From an optimization exercise on the open Yosys and OpenROAD flow, aimed at a short achievable clock period and few clock cycles per item; shortcuts taken in it are not production practice.
The RTL was checked by simulation tests, not by an equivalence proof against the original design.
Power and IR drop assume default switching activity.

==> flow/design.v (excerpt) <==
module dma_ahb_s4ch4 (
    input  logic                       i_hclk,
    input  logic                       i_rst_n,
    input  logic                       i_s_hsel,
    input  logic [dma_pkg::DATA_W-1:0] i_s_haddr,
    input  logic                       i_s_hwrite,
    input  logic [1:0]                 i_s_htrans,
    input  logic                       i_s_hready,
    input  logic [dma_pkg::DATA_W-1:0] i_s_hwdata,
    output logic                       o_s_hreadyout,
    output logic                       o_s_hresp,
    output logic [dma_pkg::DATA_W-1:0] o_s_hrdata,
    output logic [dma_pkg::DATA_W-1:0] o_m_haddr,
    output logic                       o_m_hwrite,
    output logic [1:0]                 o_m_htrans,
    output logic [2:0]                 o_m_hsize,
    output logic [dma_pkg::DATA_W-1:0] o_m_hwdata,
    input  logic                       i_m_hready,
    input  logic                       i_m_hresp,
    input  logic [dma_pkg::DATA_W-1:0] i_m_hrdata,
    input  logic [dma_pkg::NUM_STREAMS*dma_pkg::REQ_LINES-1:0] i_req,
    output logic [dma_pkg::NUM_STREAMS-1:0] o_interrupt
);
Size in the first run: about 6500 cells after synthesis, about 800 flip-flops, about 230 I/O pins, about 56000 µm² of cells after synthesis.
make LEC_CHECK=0 ABC_CLOCK_PERIOD_IN_PS=2500 CAP_MARGIN=20 CORE_MARGIN=2 CORE_UTILIZATION=50 PLACE_DENSITY=0.65 SETUP_SLACK_MARGIN=5 SLEW_MARGIN=20 TNS_END_PERCENT=100 finish   # period 7.5 ns
run.sh (not shown) runs the stock make flow with config.mk's settings and CLKGATE_MAP_FILE= SYNTH_SCRIPT=/design/flow/synth_recipe.tcl, a recipe that flattens the netlist after the stock synthesis.
Testbench counts at the start, summed over its fixed seeds: cycles 46,926, words 14,473.
Change:
--- a/flow/design.v
+++ b/flow/design.v
@@ -71,25 +71,23 @@
 logic [NS-1:0][DW-1:0]   par;
 logic [NS-1:0][DW-1:0]   mar;
 logic [2*NS-1:0]         isr;
 logic [NS-1:0]           irq_q;
 logic [NS-1:0]           wpre_q;    
 logic [NS-1:0]           fail_q;    
 logic [NS-1:0]           fail_q2;   
 logic [NR-1:0]           wsel;      
-logic                    dph_rd;    
+logic [NR-1:0]           rsel;      
 logic [DW-1:0]           rdata_q;
 logic                    a_act;
 logic                    a_wr;
 logic                    a_last;
 logic [1:0]              a_strm;
 logic [DW-1:0]           haddr_q;
-logic                    htrans_q;  
-logic                    hwrite_q;
 logic                    d_act;
 logic                    d_wr;
 logic                    d_last;
 logic [NS-1:0]           d_oh;      
 logic [NS-1:0]           dw_oh;     
 logic [DW-1:0]           hwdata_q;
 logic                    cur_v;
 logic [1:0]              cur;
@@ -110,20 +108,20 @@
 logic                    rq_cur;    
 logic [3:0]              cur_line;  
 logic                    wbc;       
 logic av;
 assign av = i_s_hsel && i_s_hready && i_s_htrans[1];
 always_ff @(posedge i_hclk or negedge i_rst_n) begin
     if (!i_rst_n) begin
         wsel <= '0;
-        dph_rd <= 1'b0;
+        rsel <= '0;
     end else if (i_s_hready) begin
         wsel <= (av && i_s_hwrite) ? slot_of(i_s_haddr[7:0]) : '0;
-        dph_rd <= av && !i_s_hwrite;
+        rsel <= (av && !i_s_hwrite) ? slot_of(i_s_haddr[7:0]) : '0;
     end
 end
 logic           wr_isr;
 logic [NS-1:0]  wr_cr;
 logic [NS-1:0]  wr_ndtr;
 logic [NS-1:0]  wr_par;
 logic [NS-1:0]  wr_mar;
 always_comb begin
@@ -271,16 +269,17 @@
         fail_q  <= xfail;
         fail_q2 <= fail_q;
     end
 end
 assign o_interrupt = irq_q;
 logic [NR-1:0][DW-1:0] rval;
 logic [NS-1:0][DW-1:0] grp;
 logic [DW-1:0]         rmux1;
+logic [DW-1:0]         rmux0;
 always_comb begin
     for (int s = 0; s < NS; s++) begin
         rval[4*s]   = DW'(wr_cr[s]   ? i_s_hwdata[CW-1:0] : cr[s]);
         rval[4*s+1] = DW'(wr_ndtr[s] ? i_s_hwdata[NW-1:0] : ndtr[s]);
         rval[4*s+2] = wr_par[s] ? i_s_hwdata : par[s];
         rval[4*s+3] = wr_mar[s] ? i_s_hwdata : mar[s];
     end
     rval[NR-1] = DW'(isr_d);
@@ -290,19 +289,23 @@
     rmux1 = '0;
     if (i_s_hsel && i_s_htrans[1] && !i_s_hwrite) begin
         if (i_s_haddr[7:0] == dma_pkg::REG_ISR) begin
             rmux1 = rval[NR-1];
         end else if (i_s_haddr[7:6] == 2'b00 && i_s_haddr[1:0] == 2'b00) begin
             rmux1 = grp[i_s_haddr[5:4]];
         end
     end
+    rmux0 = '0;
+    for (int i = 0; i < NR; i++) begin
+        rmux0 = rmux0 | (rsel[i] ? rval[i] : '0);
+    end
 end
 always_ff @(posedge i_hclk) begin
-    rdata_q <= (i_s_hready ? rmux1 : '0) | (rdata_q & {DW{!i_s_hready && dph_rd}});
+    rdata_q <= i_s_hready ? rmux1 : rmux0;
 end
 assign o_s_hreadyout = 1'b1;
 assign o_s_hresp     = 1'b0;
 assign o_s_hrdata    = rdata_q;
 logic [NS-1:0][NS-1:0] hp;
 logic [NS-1:0]         pre;
 logic [NS-1:0]         rs;
 logic [NS-1:0]         el;
@@ -492,35 +495,22 @@
         end
         rinc_p <= do_start || do_cont;
         winc_p <= do_w;
         for (int s = 0; s < NS; s++) begin
             wpre_q[s] <= do_w && cur_oh[s];
         end
     end
 end
-always_ff @(posedge i_hclk or negedge i_rst_n) begin
-    if (!i_rst_n) begin
-        htrans_q <= 1'b0;
-    end else if (herr) begin
-        htrans_q <= 1'b0;
-    end else if (hrdy) begin
-        htrans_q <= a_isr || c1 || (s1 && go);
-    end else begin
-        htrans_q <= htrans_q || c0 || (s0 && go);
-    end
-end
-always_ff @(posedge i_hclk) begin
-    hwrite_q <= (hrdy && a_isr) || (!hrdy && a_act && hwrite_q);
-    haddr_q  <= (hrdy ? (a_isr ? wr_ptr : nra) : (a_act ? '0 : nra))
-              | (haddr_q & {DW{!hrdy && a_act}});
-    hwdata_q <= ((d_act && !d_wr) ? i_m_hrdata : '0)
-              | (hwdata_q & {DW{!(d_act && !d_wr)}});
-end
 always_ff @(posedge i_hclk) begin
+    if (hrdy) begin
+        haddr_q <= a_isr ? wr_ptr : nra;
+    end else if (!a_act) begin
+        haddr_q <= nra;
+    end
     if (do_load) begin
         rd_ptr <= nx_src;
         wr_ptr <= nx_dst;
         rem    <= nx_cnt;
         sinc   <= nx_sinc;
         dinc   <= nx_dinc;
     end else begin
         if (rinc_p) begin
@@ -531,16 +521,19 @@
             more   <= rem != NW'(1);
         end
         if (winc_p) begin
             if (dinc) begin
                 wr_ptr <= wr_ptr + DW'(4);
             end
         end
     end
+    if (d_act && !d_wr) begin
+        hwdata_q <= i_m_hrdata;
+    end
 end
 assign o_m_haddr  = haddr_q;
-assign o_m_hwrite = hwrite_q;
-assign o_m_htrans = htrans_q ? dma_pkg::HTRANS_NONSEQ : dma_pkg::HTRANS_IDLE;
+assign o_m_hwrite = a_wr;
+assign o_m_htrans = a_act ? dma_pkg::HTRANS_NONSEQ : dma_pkg::HTRANS_IDLE;
 assign o_m_hsize  = dma_pkg::HSIZE_WORD;
 assign o_m_hwdata = hwdata_q;
 endmodule
 `default_nettype wire
Effect:
- total power increases by 8.7%
- area after synthesis went up by 6.2%
- worst setup slack gets worse by 0.11 ns
- global-route usage rises by 7.6 points
- non-clock buffer count climbs by 144
- clock skew goes up by 0.020 ns
- synthesized cell count rises by 10%
- clock-buffer cell count grows by 20
- routed wire length rose by about 23%
- combinational power rises by about 6%
- via count grows by about 15%
- cell area is higher by about 8%
Testbench counts after the change, summed over its fixed seeds: cycles 46,926, words 14,473.

==> afterwards: timing with drivers on the ports <==
The flow's constraints put no driver on any port. The routed layouts listed below were extracted and timed again, unchanged, in two steps. Step 1 assumes that a clkbuf_16 drives the clock port and a buf_2 every other input. Step 2 moves the port delays by t, midway between the first and last clock arrival at a register: inputs arrive t later, outputs are due t later. That takes back most of the time a late clock gives input paths. a / b / c = ideal ports / drivers / drivers and shift; a / b = the first two.
run | t (ns) | setup WS [ns] | latest minus earliest clock arrival (ns) | worst slew at a driven data input, ns
the first run | 0.794 | 4.715 / 4.502 / 3.708 | 0.028 / 0.028 | 0.49
the second run | 0.875 | 4.610 / 4.592 / 3.728 | 0.049 / 0.050 | 0.22
After both steps setup and hold are still met in every run listed. For the first run, which loses most, drivers alone change the setup slack by -0.213 ns; drivers and shift together by -1.007 ns.
